What follows belongs to an exercise in optimizing a design on an open flow for small area, a short achievable clock period and few clock cycles; a production flow would make more cautious choices. The RTL was checked by simulation tests, not by an equivalence proof against the original design. Power and IR drop assume default switching activity.

== rev 12 ==
==> flow/design.v <==
package huff_types_pkg;
	typedef logic [8-1:0] pixel_t;
	typedef logic [8-1:0] count_t;
	typedef logic [6-1:0] sym_mask_t;
	typedef logic [8-1:0] code_t;
	typedef logic [8-1:0] len_mask_t;
endpackage
package huff_ctrl_pkg;
	typedef enum logic [1:0] {SORT_IDLE, SORT_PASS, SORT_DONE} sort_state_t;
	typedef enum logic [1:0] {MRG_IDLE, MRG_POP, MRG_INSERT, MRG_DONE} merge_state_t;
	typedef enum logic [1:0] {BLD_IDLE, BLD_WALK, BLD_DONE} build_state_t;
	typedef logic [$clog2(5)-1:0] round_t;
	typedef logic [$clog2(6+1)-1:0] step_t;
endpackage
`timescale 1ns/1ns
module huffman_top (
	input  logic                      clk,
	input  logic                      reset,
	input  logic                      gray_valid,
	input  huff_types_pkg::pixel_t    gray_data,
	output logic                      cnt_valid,
	output huff_types_pkg::count_t    cnt1,
	output huff_types_pkg::count_t    cnt2,
	output huff_types_pkg::count_t    cnt3,
	output huff_types_pkg::count_t    cnt4,
	output huff_types_pkg::count_t    cnt5,
	output huff_types_pkg::count_t    cnt6,
	output logic                      code_valid,
	output huff_types_pkg::code_t     hc1,
	output huff_types_pkg::code_t     hc2,
	output huff_types_pkg::code_t     hc3,
	output huff_types_pkg::code_t     hc4,
	output huff_types_pkg::code_t     hc5,
	output huff_types_pkg::code_t     hc6,
	output huff_types_pkg::len_mask_t m1,
	output huff_types_pkg::len_mask_t m2,
	output huff_types_pkg::len_mask_t m3,
	output huff_types_pkg::len_mask_t m4,
	output huff_types_pkg::len_mask_t m5,
	output huff_types_pkg::len_mask_t m6
);
	function automatic logic ge8(input logic [7:0] a, input logic [7:0] b);
		logic [7:0] g;
		logic [7:0] l;
		logic [3:0] g2;
		logic [3:0] l2;
		logic [1:0] g4;
		logic [1:0] l4;
		g = a & ~b;
		l = ~a & b;
		for (int i = 0; i < 4; i++) begin
			g2[i] = g[2*i+1] | (~l[2*i+1] & g[2*i]);
			l2[i] = l[2*i+1] | (~g[2*i+1] & l[2*i]);
		end
		for (int i = 0; i < 2; i++) begin
			g4[i] = g2[2*i+1] | (~l2[2*i+1] & g2[2*i]);
			l4[i] = l2[2*i+1] | (~g2[2*i+1] & l2[2*i]);
		end
		ge8 = ~(l4[1] | (~g4[1] & l4[0]));
	endfunction
	function automatic logic [7:0] add8(input logic [7:0] a, input logic [7:0] b);
		logic [7:0] g;
		logic [7:0] p;
		logic [7:0] gg;
		logic [7:0] pp;
		logic [7:0] g1;
		logic [7:0] p1;
		g = a & b;
		p = a ^ b;
		gg = g;
		pp = p;
		for (int d = 1; d < 8; d = d * 2) begin
			g1 = gg;
			p1 = pp;
			for (int i = d; i < 8; i++) begin
				gg[i] = g1[i] | (p1[i] & g1[i - d]);
				pp[i] = p1[i] & p1[i - d];
			end
		end
		add8 = p ^ {gg[6:0], 1'b0};
	endfunction
	logic            seen;
	logic            closed;     
	logic            closed_d;   
	logic [5:0][7:0] cnt;
	always_ff @(posedge clk) begin
		if (reset) begin
			seen      <= 1'b0;
			closed    <= 1'b0;
			closed_d  <= 1'b0;
			cnt_valid <= 1'b0;
			cnt       <= '0;
		end else begin
			closed_d  <= closed;
			cnt_valid <= 1'b0;
			if (!closed) begin
				if (gray_valid) begin
					seen <= 1'b1;
					for (int i = 0; i < 6; i++) begin
						if (gray_data == 8'(i + 1)) begin
							cnt[i] <= cnt[i] + 8'd1;
						end
					end
				end else if (seen) begin
					closed    <= 1'b1;
					cnt_valid <= 1'b1;
				end
			end
		end
	end
	logic [5:0][5:0] ge_nx;
	logic [5:0][5:0] oh;
	logic [5:0][5:0] oh_nx;
	always_comb begin
		ge_nx = '0;
		for (int i = 0; i < 6; i++) begin
			for (int j = i + 1; j < 6; j++) begin
				ge_nx[i][j] = ge8(cnt[i], cnt[j]);
			end
		end
		for (int i = 0; i < 6; i++) begin
			oh_nx[i] = 6'b000001;
			for (int j = 0; j < 6; j++) begin
				if (j > i && ge_nx[i][j]) oh_nx[i] = {oh_nx[i][4:0], 1'b0};
				if (j < i && !ge_nx[j][i]) oh_nx[i] = {oh_nx[i][4:0], 1'b0};
			end
		end
	end
	assign cnt1 = cnt[0];
	assign cnt2 = cnt[1];
	assign cnt3 = cnt[2];
	assign cnt4 = cnt[3];
	assign cnt5 = cnt[4];
	assign cnt6 = cnt[5];
	logic [5:0][7:0] sorted_w;
	logic [7:0]      sorted_s;
	always_comb begin
		for (int i = 0; i < 6; i++) begin
		end
		for (int k = 0; k < 6; k++) begin
			sorted_w[k] = '0;
			for (int i = 0; i < 6; i++) begin
				sorted_w[k] = sorted_w[k] | (cnt[i] & {8{oh[i][k]}});
			end
		end
		sorted_s = add8(sorted_w[0], sorted_w[1]);
	end
	logic [5:0][7:0] w;       
	logic [7:0]      sw;      
	logic [5:0]      vld;     
	logic [5:0][4:0] code;    
	logic [5:0][4:0] msk;     
	logic [5:2]      t;       
	logic [4:0]      pone;    
	logic [4:0][7:0] rw;
	logic [7:0]      rsw;
	logic [5:0][5:0] roh;
	logic [5:0][4:0] rcode;
	logic [5:0][4:0] rmsk;
	always_comb begin
		logic [5:0] pv;
		logic [4:0] mv;
		logic [4:0] kv;
		for (int k = 2; k < 6; k++) begin
			t[k] = !ge8(w[k], sw) && vld[k];
		end
		pone[0] = ~t[2];
		for (int j = 1; j < 4; j++) begin
			pone[j] = t[j + 1] & ~t[j + 2];
		end
		pone[4] = t[5];
		rw[0] = t[2] ? w[2] : sw;
		for (int i = 1; i < 4; i++) begin
			if (t[i + 2]) rw[i] = w[i + 2];
			else if (t[i + 1]) rw[i] = sw;
			else rw[i] = w[i + 1];
		end
		rw[4] = t[5] ? sw : w[5];
		rsw = t[3] ? add8(w[2], w[3]) : add8(w[2], sw);
		for (int s = 0; s < 6; s++) begin
			pv = oh[s];
			mv = msk[s];
			kv = code[s];
			roh[s] = '0;
			for (int j = 0; j < 5; j++) begin
				roh[s][j] = (pv[0] | pv[1]) & pone[j];
				if (j + 2 < 6) roh[s][j] = roh[s][j] | (pv[j + 2 < 6 ? j + 2 : 5] & t[j + 2 < 6 ? j + 2 : 5]);
				if (j >= 1) roh[s][j] = roh[s][j] | (pv[j + 1] & ~t[j >= 1 ? j + 1 : 2]);
			end
			rcode[s] = pv[0] ? kv | (~mv & {mv[3:0], 1'b1}) : kv;
			rmsk[s]  = (pv[0] | pv[1]) ? {mv[3:0], 1'b1} : mv;
		end
	end
	always_ff @(posedge clk) begin
		if (reset) begin
			code_valid <= 1'b0;
		end else if (closed_d && vld[1] && !vld[2]) begin
			code_valid <= 1'b1;
		end
	end
	always_ff @(posedge clk) begin
		if (!closed_d) begin
			oh <= oh_nx;
		end else begin
			oh <= roh;
		end
	end
	always_ff @(posedge clk) begin
		if (!closed_d) begin
			w    <= sorted_w;
			sw   <= sorted_s;
			vld  <= 6'b111111;
			code <= '0;
			msk  <= '0;
		end else if (vld[1]) begin
			w[4:0] <= rw;
			sw     <= rsw;
			vld    <= {1'b0, vld[5:1]};
			code   <= rcode;
			msk    <= rmsk;
		end
	end
	assign hc1 = {3'b0, code[0]};
	assign hc2 = {3'b0, code[1]};
	assign hc3 = {3'b0, code[2]};
	assign hc4 = {3'b0, code[3]};
	assign hc5 = {3'b0, code[4]};
	assign hc6 = {3'b0, code[5]};
	assign m1 = {3'b0, msk[0]};
	assign m2 = {3'b0, msk[1]};
	assign m3 = {3'b0, msk[2]};
	assign m4 = {3'b0, msk[3]};
	assign m5 = {3'b0, msk[4]};
	assign m6 = {3'b0, msk[5]};
endmodule
==> flow/config.mk <==
export PLATFORM = sky130hd
export DESIGN_NAME = huffman_top
export DESIGN_NICKNAME = huffman_top
export VERILOG_FILES = /design/flow/design.v
export SDC_FILE = /design/flow/constraint.sdc
export NUM_CORES = 4
export LEC_CHECK = 0
export ABC_AREA = 1
export CAP_MARGIN = 20
export CORE_MARGIN = 2
export CORE_UTILIZATION = 40
export CTS_BUF_LIST = sky130_fd_sc_hd__clkbuf_8 sky130_fd_sc_hd__clkbuf_16
export SLEW_MARGIN = 20
export TNS_END_PERCENT = 0
==> flow/constraint.sdc <==
create_clock -name core_clock -period 8.0 [get_ports {clk}]
set_input_delay 1.6000 -clock core_clock [delete_from_list [all_inputs] [get_ports {clk}]]
set_output_delay 1.6000 -clock core_clock [all_outputs]
set_load 0.01 [all_outputs]
standard.sh (not shown) runs the stock make flow with config.mk's settings and CLKGATE_MAP_FILE= SYNTH_SCRIPT=/design/flow/synth_recipe.tcl, a recipe that flattens the netlist after the stock synthesis.
==> flow/flow/run.sh <==
#!/bin/bash
set -euo pipefail
bash standard.sh "BUFFER_PORTS_ARGS=-buffer_cell sky130_fd_sc_hd__buf_1" SETUP_SLACK_MARGIN=5.3 finish > make_finish.log 2>&1
Testbench counts of rev 12, summed over its fixed seeds: cycles 13,404.
### rev 12 -> rev 13
--- a/flow/design.v
+++ b/flow/design.v
@@ -184,20 +184,20 @@
 			roh[s] = '0;
 			for (int j = 0; j < 5; j++) begin
 				roh[s][j] = (pv[0] | pv[1]) & pone[j];
 				if (j + 2 < 6) roh[s][j] = roh[s][j] | (pv[j + 2 < 6 ? j + 2 : 5] & t[j + 2 < 6 ? j + 2 : 5]);
 				if (j >= 1) roh[s][j] = roh[s][j] | (pv[j + 1] & ~t[j >= 1 ? j + 1 : 2]);
 			end
-			rcode[s] = pv[0] ? kv | (~mv & {mv[3:0], 1'b1}) : kv;
-			rmsk[s]  = (pv[0] | pv[1]) ? {mv[3:0], 1'b1} : mv;
+			rcode[s] = roh[s][0] ? kv | (~mv & {mv[3:0], 1'b1}) : kv;
+			rmsk[s]  = (roh[s][0] | roh[s][1]) ? {mv[3:0], 1'b1} : mv;
 		end
 	end
 	always_ff @(posedge clk) begin
 		if (reset) begin
 			code_valid <= 1'b0;
-		end else if (closed_d && vld[1] && !vld[2]) begin
+		end else if (closed_d && vld[2] && !vld[3]) begin
 			code_valid <= 1'b1;
 		end
 	end
 	always_ff @(posedge clk) begin
 		if (!closed_d) begin
 			oh <= oh_nx;
@@ -207,15 +207,17 @@
 	end
 	always_ff @(posedge clk) begin
 		if (!closed_d) begin
 			w    <= sorted_w;
 			sw   <= sorted_s;
 			vld  <= 6'b111111;
-			code <= '0;
-			msk  <= '0;
-		end else if (vld[1]) begin
+			for (int s = 0; s < 6; s++) begin
+				code[s] <= {4'b0, oh[s][0]};
+				msk[s]  <= {4'b0, oh[s][0] | oh[s][1]};
+			end
+		end else if (vld[2]) begin
 			w[4:0] <= rw;
 			sw     <= rsw;
 			vld    <= {1'b0, vld[5:1]};
 			code   <= rcode;
 			msk    <= rmsk;
 		end
## What came out
- Rev 13 -> rev 12: share of the clock period used by the worst path flat
- Rev 13 against rev 12: total vias in the final route has decreased, area growth from synthesis to final layout now smaller, count of cells resized by post-cts repair climbed 20, register-to-register slack down 70 ps.
- The flip-flop and latch count after synthesis number comes out higher for rev 12 vs rev 13.
- Final weighted congestion in routability-driven placement for rev 13: about 3.4% down relative to rev 12
- Re proportion of total power due to net switching: rev 12 was lower than rev 13.
- The combinational group share of total power of rev 13 exceeds that of rev 12 by 7.6 points.
- Going from rev 12 to rev 13, total detailed-routing wirelength grew by 0.42%; residual overflow from global routing held steady; multi-input gate count shrank by 37; sequential cell count shrank by 1.
Testbench counts of rev 13, summed over its fixed seeds: cycles 13,084.

==> static timing again, ports no longer ideal <==
The flow's constraints put no driver on any port. The routed layouts listed below were extracted and timed again, unchanged, in two steps. Step 1 sets driving cells, clkbuf_16 on the clock port and buf_2 on the other inputs (assumed; they add their load-dependent delay and slew). Step 2 times the ports against the registers' clock, not the clock port: input delays grow and output delays shrink by t, the midpoint of the rising clock arrivals with the driver on. Three values: ideal ports, drivers, drivers and shift; two values: the first two.
| run | t (ns) | setup WS [ns] | slew at the worst register clock pin (ns) | worst slew at a driven data input, ns |
|---|---|---|---|---|
| rev 12 | 0.514 | 5.221 / 5.168 / 4.814 | 0.09 / 0.09 | 0.03 |
| rev 13 | 0.514 | 5.216 / 5.162 / 4.811 | 0.09 / 0.09 | 0.05 |
After both steps setup and hold are still met in every run listed. For rev 12, which loses most, drivers alone change the setup slack by -0.053 ns; drivers and shift together by -0.407 ns.
